From an optimization exercise on the open Yosys and OpenROAD flow, aimed at small area; shortcuts taken in it are not production practice.
Function was checked by simulation only, so behaviour that the tests miss may differ from the original.
Power is estimated from default activity; no workload was simulated. No driver is modelled on the clock port, so clocking that relies on it looks cheaper here than on a real chip.

## data_mem_subsystem
module data_mem_subsystem #(
    parameter int MEM_LATENCY = 5    
) (
    input  logic       clock,
    input  logic       reset,
    input  logic       read,
    input  logic       write,
    input  logic [7:0] address,
    input  logic [7:0] writedata,
    output logic [7:0] readdata,
    output logic       busywait
);
Size: ~3900 cells after synthesis, ~55000 µm² of cells after synthesis.
==> flow/config.mk <==
export PLATFORM = sky130hd
export DESIGN_NAME = data_mem_subsystem
export DESIGN_NICKNAME = data_mem_subsystem
export VERILOG_FILES = /design/flow/design.v
export SDC_FILE = /design/flow/constraint.sdc
export NUM_CORES = 4
export LEC_CHECK = 0
export CAP_MARGIN = 20
export CORE_MARGIN = 2
export CORE_UTILIZATION = 40
export SETUP_SLACK_MARGIN = 0.3
export SLEW_MARGIN = 20
==> flow/constraint.sdc <==
create_clock -name core_clock -period 10.0 [get_ports {clock}]
set_input_delay 2.0000 -clock core_clock [delete_from_list [all_inputs] [get_ports {clock}]]
set_output_delay 2.0000 -clock core_clock [all_outputs]
set_load 0.01 [all_outputs]
standard.sh (not shown) runs the stock make flow with config.mk's settings and CLKGATE_MAP_FILE= SYNTH_SCRIPT=/design/flow/synth_recipe.tcl, a recipe that flattens the netlist after the stock synthesis.
==> flow/flow/run.sh <==
#!/bin/bash
# Own layout flow: the standard ORFS flow (standard.sh) with these changes
# to how the layout is made:
#  - synthesis maps the combinational logic with an area-oriented ABC script
#    (flow/abc_area_map.script in place of ORFS's abc_speed.script); the rest of
#    the synthesis script, and so every register and its name, is unchanged;
#  - clock tree: larger sink clusters on clkbuf_16 and no dummy loads;
#  - port buffers: buf_2 instead of the delay cell buffer_ports picks itself.
# The make run's full output goes to flow_make.log in the work folder; ORFS's
# per-step logs stay under orfs/logs.
set -euo pipefail
W=$PWD
rm -rf "$W/scripts_abc"
cp -r "$FLOW_HOME/scripts" "$W/scripts_abc"
cp "$W/flow/abc_area_map.script" "$W/scripts_abc/abc_speed.script"
export SCRIPTS_DIR="$W/scripts_abc"
export CTS_ARGS="-sink_clustering_enable -repair_clock_nets -dont_use_dummy_load -sink_clustering_size 30 -sink_clustering_max_diameter 70 -buf_list sky130_fd_sc_hd__clkbuf_16"
export BUFFER_PORTS_ARGS="-buffer_cell sky130_fd_sc_hd__buf_2"
bash standard.sh finish > flow_make.log 2>&1
==> flow/flow/abc_area_map.script <==
strash
balance
dch -f
amap
topo
The starting point completed without violations.
==> next run, changes <==
--- a/flow/flow/run.sh
+++ b/flow/flow/run.sh
@@ -17 +17 @@
-export CTS_ARGS="-sink_clustering_enable -repair_clock_nets -dont_use_dummy_load -sink_clustering_size 30 -sink_clustering_max_diameter 70 -buf_list sky130_fd_sc_hd__clkbuf_16"
+export CTS_ARGS="-sink_clustering_enable -repair_clock_nets -dont_use_dummy_load -sink_clustering_size 19 -sink_clustering_max_diameter 50 -buf_list sky130_fd_sc_hd__clkbuf_8"
=> Sequential power stays flat. Cell count grows slightly. Worst setup slack gains 23 ps. Cell area drops slightly. Routed wire length came out higher slightly. Critical path depth does not change. Flip-flop and latch count stays the same. Utilization drops by 0.20 points. Global-route usage climbs by 0.18 points.
==> next run, changes <==
--- a/flow/flow/run.sh
+++ b/flow/flow/run.sh
@@ -17 +17 @@
-export CTS_ARGS="-sink_clustering_enable -repair_clock_nets -dont_use_dummy_load -sink_clustering_size 19 -sink_clustering_max_diameter 50 -buf_list sky130_fd_sc_hd__clkbuf_8"
+export CTS_ARGS="-sink_clustering_enable -repair_clock_nets -dont_use_dummy_load -sink_clustering_size 12 -sink_clustering_max_diameter 40 -buf_list {sky130_fd_sc_hd__clkbuf_4 sky130_fd_sc_hd__clkbuf_8}"
=> Combinational power is about the same. Setup slack is worse by 97 ps. Cell area came out higher by 1.5%. Hold slack gets better by 16 ps. Power climbs by 3.9%. Routed wire length goes up by 0.80%. Area after synthesis stays the same.

---

The RTL this note starts from:
==> flow/design.v <==
module data_mem_subsystem #(
    parameter int MEM_LATENCY = 5    
) (
    input  logic       clock,
    input  logic       reset,
    input  logic       read,
    input  logic       write,
    input  logic [7:0] address,
    input  logic [7:0] writedata,
    output logic [7:0] readdata,
    output logic       busywait
);
    localparam int RL = 7;        
    logic [7:0]        valid_q;
    logic [7:0]        dirty_q;
    logic [7:0][2:0]   tag_q;
    logic [7:0][31:0]  data_q;
    logic [7:0][RL-1:0][31:0] rd_q;    
    logic [7:0][RL-1:0][2:0]  rt_q;    
    logic [2:0]  ph_q;                 
    logic        clr_q;                
    logic        busy_q;               
    logic [3:0]  cnt_q;                
    logic        pfill_q;              
    logic [2:0]  tag, idx;
    logic [1:0]  off;
    logic        req, cur_valid, cur_dirty, hit;
    logic [2:0]  cur_tag;
    logic [31:0] cur_data;
    assign tag = address[7:5];
    assign idx = address[4:2];
    assign off = address[1:0];
    assign req = read | write;
    assign cur_valid = valid_q[idx];
    assign cur_dirty = dirty_q[idx];
    assign cur_tag   = tag_q[idx];
    assign cur_data  = data_q[idx];
    assign hit = cur_valid & (cur_tag == tag);
    logic [7:0][31:0] tap_d;
    logic [7:0][2:0]  tap_t;
    always_comb begin
        for (int i = 0; i < 8; i++) begin
            tap_d[i] = rd_q[i][RL-1];
            tap_t[i] = clr_q ? ph_q + 3'd1 : rt_q[i][RL-1];
        end
    end
    logic start, fill_pend, self_fill, fill_now, st;
    assign start     = ~busy_q & ~pfill_q & req & ~hit;
    assign fill_pend = pfill_q | start;
    assign self_fill = ~cur_valid & (cur_tag == tag);
    assign fill_now  = fill_pend & (self_fill | (tap_t[idx] == tag));
    assign st  = write & ~busy_q & (hit | pfill_q);
    assign busywait = req & (busy_q | (~hit & ~pfill_q));
    logic [7:0] dirty_d;
    always_comb begin
        for (int i = 0; i < 8; i++)
            dirty_d[i] = ((idx == i) & st) | (dirty_q[i] & ~((idx == i) & fill_now));
    end
    logic [7:0] sw;                    
    always_comb begin
        for (int i = 0; i < 8; i++)
            sw[i] = clr_q | (fill_now & ~self_fill & (idx == i));
    end
    always_ff @(posedge clock) begin
        for (int i = 0; i < 8; i++) begin
            for (int k = 1; k < RL; k++) begin
                rd_q[i][k] <= rd_q[i][k-1];
                rt_q[i][k] <= rt_q[i][k-1];
            end
            rd_q[i][0] <= sw[i] ? data_q[i] : tap_d[i];
            rt_q[i][0] <= (fill_now && !self_fill && idx == i) ? tag_q[i] : tap_t[i];
        end
    end
    logic [7:0][31:0] datan_q;
    logic [3:0] st_l;                  
    logic [7:0] fl;                    
    logic [7:0][3:0] hold, fsel, ssel;
    logic [7:0][31:0] data_d;
    always_comb begin
        data_q = ~datan_q;
        for (int l = 0; l < 4; l++) st_l[l] = st & (off == l);
        for (int i = 0; i < 8; i++) fl[i] = fill_now & (idx == i);
        for (int i = 0; i < 8; i++)
            for (int l = 0; l < 4; l++) begin
                ssel[i][l] = st_l[l] & (idx == i);
                fsel[i][l] = fl[i] & ~self_fill & ~clr_q & ~st_l[l];
                hold[i][l] = ~clr_q & ~fl[i] & ~ssel[i][l];
                data_d[i][l*8 +: 8] = ({8{hold[i][l]}} & data_q[i][l*8 +: 8]) |
                                      ({8{fsel[i][l]}} & tap_d[i][l*8 +: 8]) |
                                      ({8{ssel[i][l]}} & writedata);
            end
    end
    always_ff @(posedge clock) datan_q <= ~data_d;
    always_comb begin
        readdata = 8'h00;
        for (int i = 0; i < 8; i++)
            for (int l = 0; l < 4; l++)
                readdata = readdata | ({8{read & (idx == i) & (off == l)}} & data_d[i][l*8 +: 8]);
    end
    always_ff @(posedge clock or posedge reset) begin
        if (reset) begin
            busy_q  <= 1'b0;
            cnt_q   <= '0;
            pfill_q <= 1'b0;
            valid_q <= '0;
            dirty_q <= '0;
            tag_q   <= '0;
            ph_q    <= '0;
            clr_q   <= 1'b1;
        end else begin
            if (clr_q) begin
                ph_q <= ph_q + 3'd1;
                if (ph_q == 3'd6) clr_q <= 1'b0;
            end
            if (busy_q) begin
                cnt_q <= cnt_q - 4'd1;
                if (cnt_q == 4'd0) busy_q <= 1'b0;
            end else if (start) begin
                busy_q <= 1'b1;
                cnt_q  <= (cur_valid & cur_dirty) ? 2 * MEM_LATENCY - 1 : MEM_LATENCY - 1;
            end
            pfill_q <= fill_pend & ~fill_now;
            if (fill_now) begin
                valid_q[idx] <= 1'b1;
                tag_q[idx]   <= tag;
            end
            dirty_q <= dirty_d;
        end
    end
endmodule
clock: 10.0 ns
lec_check: 0
cap_margin: 20
core_margin: 2
core_utilization: 40
setup_slack_margin: 0.3
slew_margin: 20
==> flow/flow/run.sh <==
#!/bin/bash
# Own layout flow: the standard ORFS flow (standard.sh) with these changes
# to how the layout is made:
#  - synthesis maps the combinational logic with an area-oriented ABC script
#    (flow/abc_area_map.script in place of ORFS's abc_speed.script); the rest of
#    the synthesis script, and so every register and its name, is unchanged;
#  - clock tree: larger sink clusters on clkbuf_16 and no dummy loads;
#  - port buffers: buf_2 instead of the delay cell buffer_ports picks itself.
# The make run's full output goes to flow_make.log in the work folder; ORFS's
# per-step logs stay under orfs/logs.
set -euo pipefail
W=$PWD
rm -rf "$W/scripts_abc"
cp -r "$FLOW_HOME/scripts" "$W/scripts_abc"
cp "$W/flow/abc_area_map.script" "$W/scripts_abc/abc_speed.script"
export SCRIPTS_DIR="$W/scripts_abc"
export CTS_ARGS="-sink_clustering_enable -repair_clock_nets -dont_use_dummy_load -sink_clustering_size 34 -sink_clustering_max_diameter 60 -buf_list sky130_fd_sc_hd__clkbuf_16"
export BUFFER_PORTS_ARGS="-buffer_cell sky130_fd_sc_hd__buf_2"
bash standard.sh finish > flow_make.log 2>&1
Scripts as last shown in full above: flow/flow/abc_area_map.script
Change:
--- a/flow/flow/run.sh
+++ b/flow/flow/run.sh
@@ -15,5 +15,5 @@
 cp "$W/flow/abc_area_map.script" "$W/scripts_abc/abc_speed.script"
 export SCRIPTS_DIR="$W/scripts_abc"
-export CTS_ARGS="-sink_clustering_enable -repair_clock_nets -dont_use_dummy_load -sink_clustering_size 34 -sink_clustering_max_diameter 60 -buf_list sky130_fd_sc_hd__clkbuf_16"
+export CTS_ARGS="-sink_clustering_enable -repair_clock_nets -dont_use_dummy_load -sink_clustering_size 30 -sink_clustering_max_diameter 70 -buf_list sky130_fd_sc_hd__clkbuf_16"
 export BUFFER_PORTS_ARGS="-buffer_cell sky130_fd_sc_hd__buf_2"
 bash standard.sh finish > flow_make.log 2>&1
==> flow/flow/abc_area_map.script (replaced) <==
strash
dch -f
amap
topo
CORE_UTILIZATION = 60   (was 40)
Effect: This time the run completed and failed the layout checks on negative setup slack; cell count fell by a few percent; hold slack improved by 32 ps; count of clock-buffer cells in the layout goes down by 20; design area is higher by a few percent; sequential cell count stays the same; utilization came out higher by 23 points; register-to-register slack gets better by 360 ps; combinational power climbs by a quarter to a third; die area falls by a quarter to a third; wire length hardly moves; fmax falls by a little under a tenth.
Change:
CORE_UTILIZATION = 40   (was 60)
The changed run completed and failed the layout checks on negative setup slack. Total power came out higher by 0.74%. Area after synthesis is unchanged. Utilization came out lower by 22 points. Clock-buffer cell count came out higher by 11. Worst setup slack gets worse by 170 ps. Die area came out higher by 49%. First-iteration DRC count came out lower by 3.9%.
Change:
--- a/flow/flow/run.sh
+++ b/flow/flow/run.sh
@@ -15,5 +15,5 @@
 cp "$W/flow/abc_area_map.script" "$W/scripts_abc/abc_speed.script"
 export SCRIPTS_DIR="$W/scripts_abc"
-export CTS_ARGS="-sink_clustering_enable -repair_clock_nets -dont_use_dummy_load -sink_clustering_size 30 -sink_clustering_max_diameter 70 -buf_list sky130_fd_sc_hd__clkbuf_16"
+export CTS_ARGS="-sink_clustering_enable -repair_clock_nets -dont_use_dummy_load -sink_clustering_size 17 -sink_clustering_max_diameter 45 -buf_list sky130_fd_sc_hd__clkbuf_8"
 export BUFFER_PORTS_ARGS="-buffer_cell sky130_fd_sc_hd__buf_2"
 bash standard.sh finish > flow_make.log 2>&1
==> flow/flow/abc_area_map.script (replaced) <==
strash
balance
dch -f
amap
topo
Effect: This time the run went through all stages and came out clean. Global-route usage came out higher by 0.36 points. Power goes down by 3.6%. Register-to-register slack is worse by 410 ps. Setup slack gets better by 1000 ps. Wire length rises by 1.0%. Hold slack loses 37 ps.

---

Starts from the design.v that is shown in full above.
==> flow/config.mk <==
export PLATFORM = sky130hd
export DESIGN_NAME = data_mem_subsystem
export DESIGN_NICKNAME = data_mem_subsystem
export VERILOG_FILES = /design/flow/design.v
export SDC_FILE = /design/flow/constraint.sdc
export NUM_CORES = 4
export LEC_CHECK = 0
export CAP_MARGIN = 20
export CORE_MARGIN = 2
export CORE_UTILIZATION = 40
export SETUP_SLACK_MARGIN = 0.3
export SLEW_MARGIN = 20
==> flow/constraint.sdc <==
create_clock -name core_clock -period 10.0 [get_ports {clock}]
set_input_delay 2.0000 -clock core_clock [delete_from_list [all_inputs] [get_ports {clock}]]
set_output_delay 2.0000 -clock core_clock [all_outputs]
set_load 0.01 [all_outputs]
==> flow/flow/run.sh <==
#!/bin/bash
# Own layout flow: the standard ORFS flow (standard.sh) with these changes
# to how the layout is made:
#  - synthesis maps the combinational logic with an area-oriented ABC script
#    (flow/abc_area_map.script in place of ORFS's abc_speed.script); the rest of
#    the synthesis script, and so every register and its name, is unchanged;
#  - clock tree: larger sink clusters on clkbuf_16 and no dummy loads;
#  - port buffers: buf_2 instead of the delay cell buffer_ports picks itself.
# The make run's full output goes to flow_make.log in the work folder; ORFS's
# per-step logs stay under orfs/logs.
set -euo pipefail
W=$PWD
rm -rf "$W/scripts_abc"
cp -r "$FLOW_HOME/scripts" "$W/scripts_abc"
cp "$W/flow/abc_area_map.script" "$W/scripts_abc/abc_speed.script"
export SCRIPTS_DIR="$W/scripts_abc"
export CTS_ARGS="-sink_clustering_enable -repair_clock_nets -dont_use_dummy_load -sink_clustering_size 21 -sink_clustering_max_diameter 55 -buf_list sky130_fd_sc_hd__clkbuf_8"
export BUFFER_PORTS_ARGS="-buffer_cell sky130_fd_sc_hd__buf_2"
bash standard.sh finish > flow_make.log 2>&1
==> flow/flow/abc_area_map.script <==
strash
balance
dch -f
amap
topo
The baseline went through all stages and came out clean.
Rerun with:
--- a/flow/flow/run.sh
+++ b/flow/flow/run.sh
@@ -16,3 +16,3 @@
 export SCRIPTS_DIR="$W/scripts_abc"
-export CTS_ARGS="-sink_clustering_enable -repair_clock_nets -dont_use_dummy_load -sink_clustering_size 21 -sink_clustering_max_diameter 55 -buf_list sky130_fd_sc_hd__clkbuf_8"
+export CTS_ARGS="-sink_clustering_enable -repair_clock_nets -dont_use_dummy_load -sink_clustering_size 10 -sink_clustering_max_diameter 35 -buf_list sky130_fd_sc_hd__clkbuf_4"
 export BUFFER_PORTS_ARGS="-buffer_cell sky130_fd_sc_hd__buf_2"
- register-to-register slack is better by 0.30 ns
- total power grows by 1.4%
- via count increases by 3.1%
- fmax decreases by 0.67%
- die area is unchanged
- clock skew grows by 0.024 ns
- worst hold slack gets worse by 0.012 ns
- non-clock buffer count stays the same
- global-route usage is higher by 0.35 points

---

Another version of the RTL of data_mem_subsystem (not shown whole).
Size in the first run: about 4200 cells after synthesis, about 2300 flip-flops, roughly 29 I/O pins, about 0.059 sq mm of cells after synthesis.
Settings: LEC_CHECK=0, CAP_MARGIN=20, CORE_MARGIN=2, CORE_UTILIZATION=40, SETUP_SLACK_MARGIN=0.3, SLEW_MARGIN=20; clock period 10.0 ns.
==> flow/flow/run.sh <==
#!/bin/bash
# Own layout flow: the standard ORFS flow (standard.sh, unchanged synthesis),
# with two changes to how the layout is made:
#  - clock tree: larger sink clusters on clkbuf_16 and no dummy loads;
#  - port buffers: buf_2 instead of the delay cell buffer_ports picks itself.
# Every tool's full output goes to flow_make.log in the work folder (ORFS's own
# per-step logs stay under orfs/logs).
set -euo pipefail
export CTS_ARGS="-sink_clustering_enable -repair_clock_nets -dont_use_dummy_load -sink_clustering_size ${CTS_SIZE:-30} -sink_clustering_max_diameter ${CTS_DIAM:-70} -buf_list sky130_fd_sc_hd__clkbuf_16"
export BUFFER_PORTS_ARGS="-buffer_cell sky130_fd_sc_hd__buf_2"
bash standard.sh finish > flow_make.log 2>&1
Next try:
==> flow/run.sh (new file) <==
#!/bin/bash
# synth_recipe.tcl (not shown) runs the flow's synth.tcl, then flattens the netlist and writes it again
# the make line also repeats each setting of config.mk as NAME=value (left out here)
make -C /OpenROAD-flow-scripts/flow DESIGN_CONFIG=/design/flow/config.mk WORK_HOME=/design/flow/orfs CLKGATE_MAP_FILE= SYNTH_SCRIPT=/design/flow/synth_recipe.tcl finish
- CTS_BUF_LIST: default -> sky130_fd_sc_hd__clkbuf_8
- CTS_CLUSTER_DIAMETER: default -> 50
- CTS_CLUSTER_SIZE: default -> 18
removed: flow/flow/run.sh
removed: flow/standard.sh
=>
- cell area went up by 1.8%
- utilization went up by 0.81 points
- power went up by 3.1%

## separate check: timing with driven ports
How much do the figures lean on ideal ports? The routed layouts below were timed once more, with nothing changed but the port constraints. Step 1: set_driving_cell puts a clkbuf_16 on clock and a buf_2 on each other input, an assumption about the parent block. Step 2 moves the port delays by t, midway between the first and last clock arrival at a register: inputs arrive t later, outputs are due t later. That takes back most of the time a late clock gives input paths. Three values: no drivers, after step 1, after step 2; two values: the first two.
| run | shift t [ns] | setup WS [ns] | worst setup path at the end |
|---|---|---|---|
| the first run of note 1 | 0.771 | 0.550 / 0.514 / 0.514 | input to output |
| the second run of note 1 | 0.891 | 0.573 / 0.537 / 0.537 | input to output |
| the third run of note 1 | 0.928 | 0.476 / 0.439 / 0.439 | input to output |
| the first run of note 2 | 0.769 | 0.514 / 0.477 / 0.477 | input to output |
| the second run of note 2 | 0.732 | -0.302 / -0.342 / -0.342 | input to output |
| the third run of note 2 | 0.778 | -0.468 / -0.552 / -0.552 | input to output |
| the fourth run of note 2 | 0.915 | 0.543 / 0.507 / 0.507 | input to output |
| the first run of note 3 | 0.880 | 0.501 / 0.467 / 0.467 | input to output |
| the second run of note 3 | 1.232 | 0.437 / 0.402 / 0.402 | input to output |
| the first run of note 4 | 0.790 | 0.418 / 0.361 / 0.361 | input to output |
| the second run of note 4 | 1.006 | 0.203 / 0.145 / 0.145 | input to output |
For the third run of note 2, which loses most, drivers alone change the setup slack by -0.084 ns; drivers and shift together by -0.084 ns.
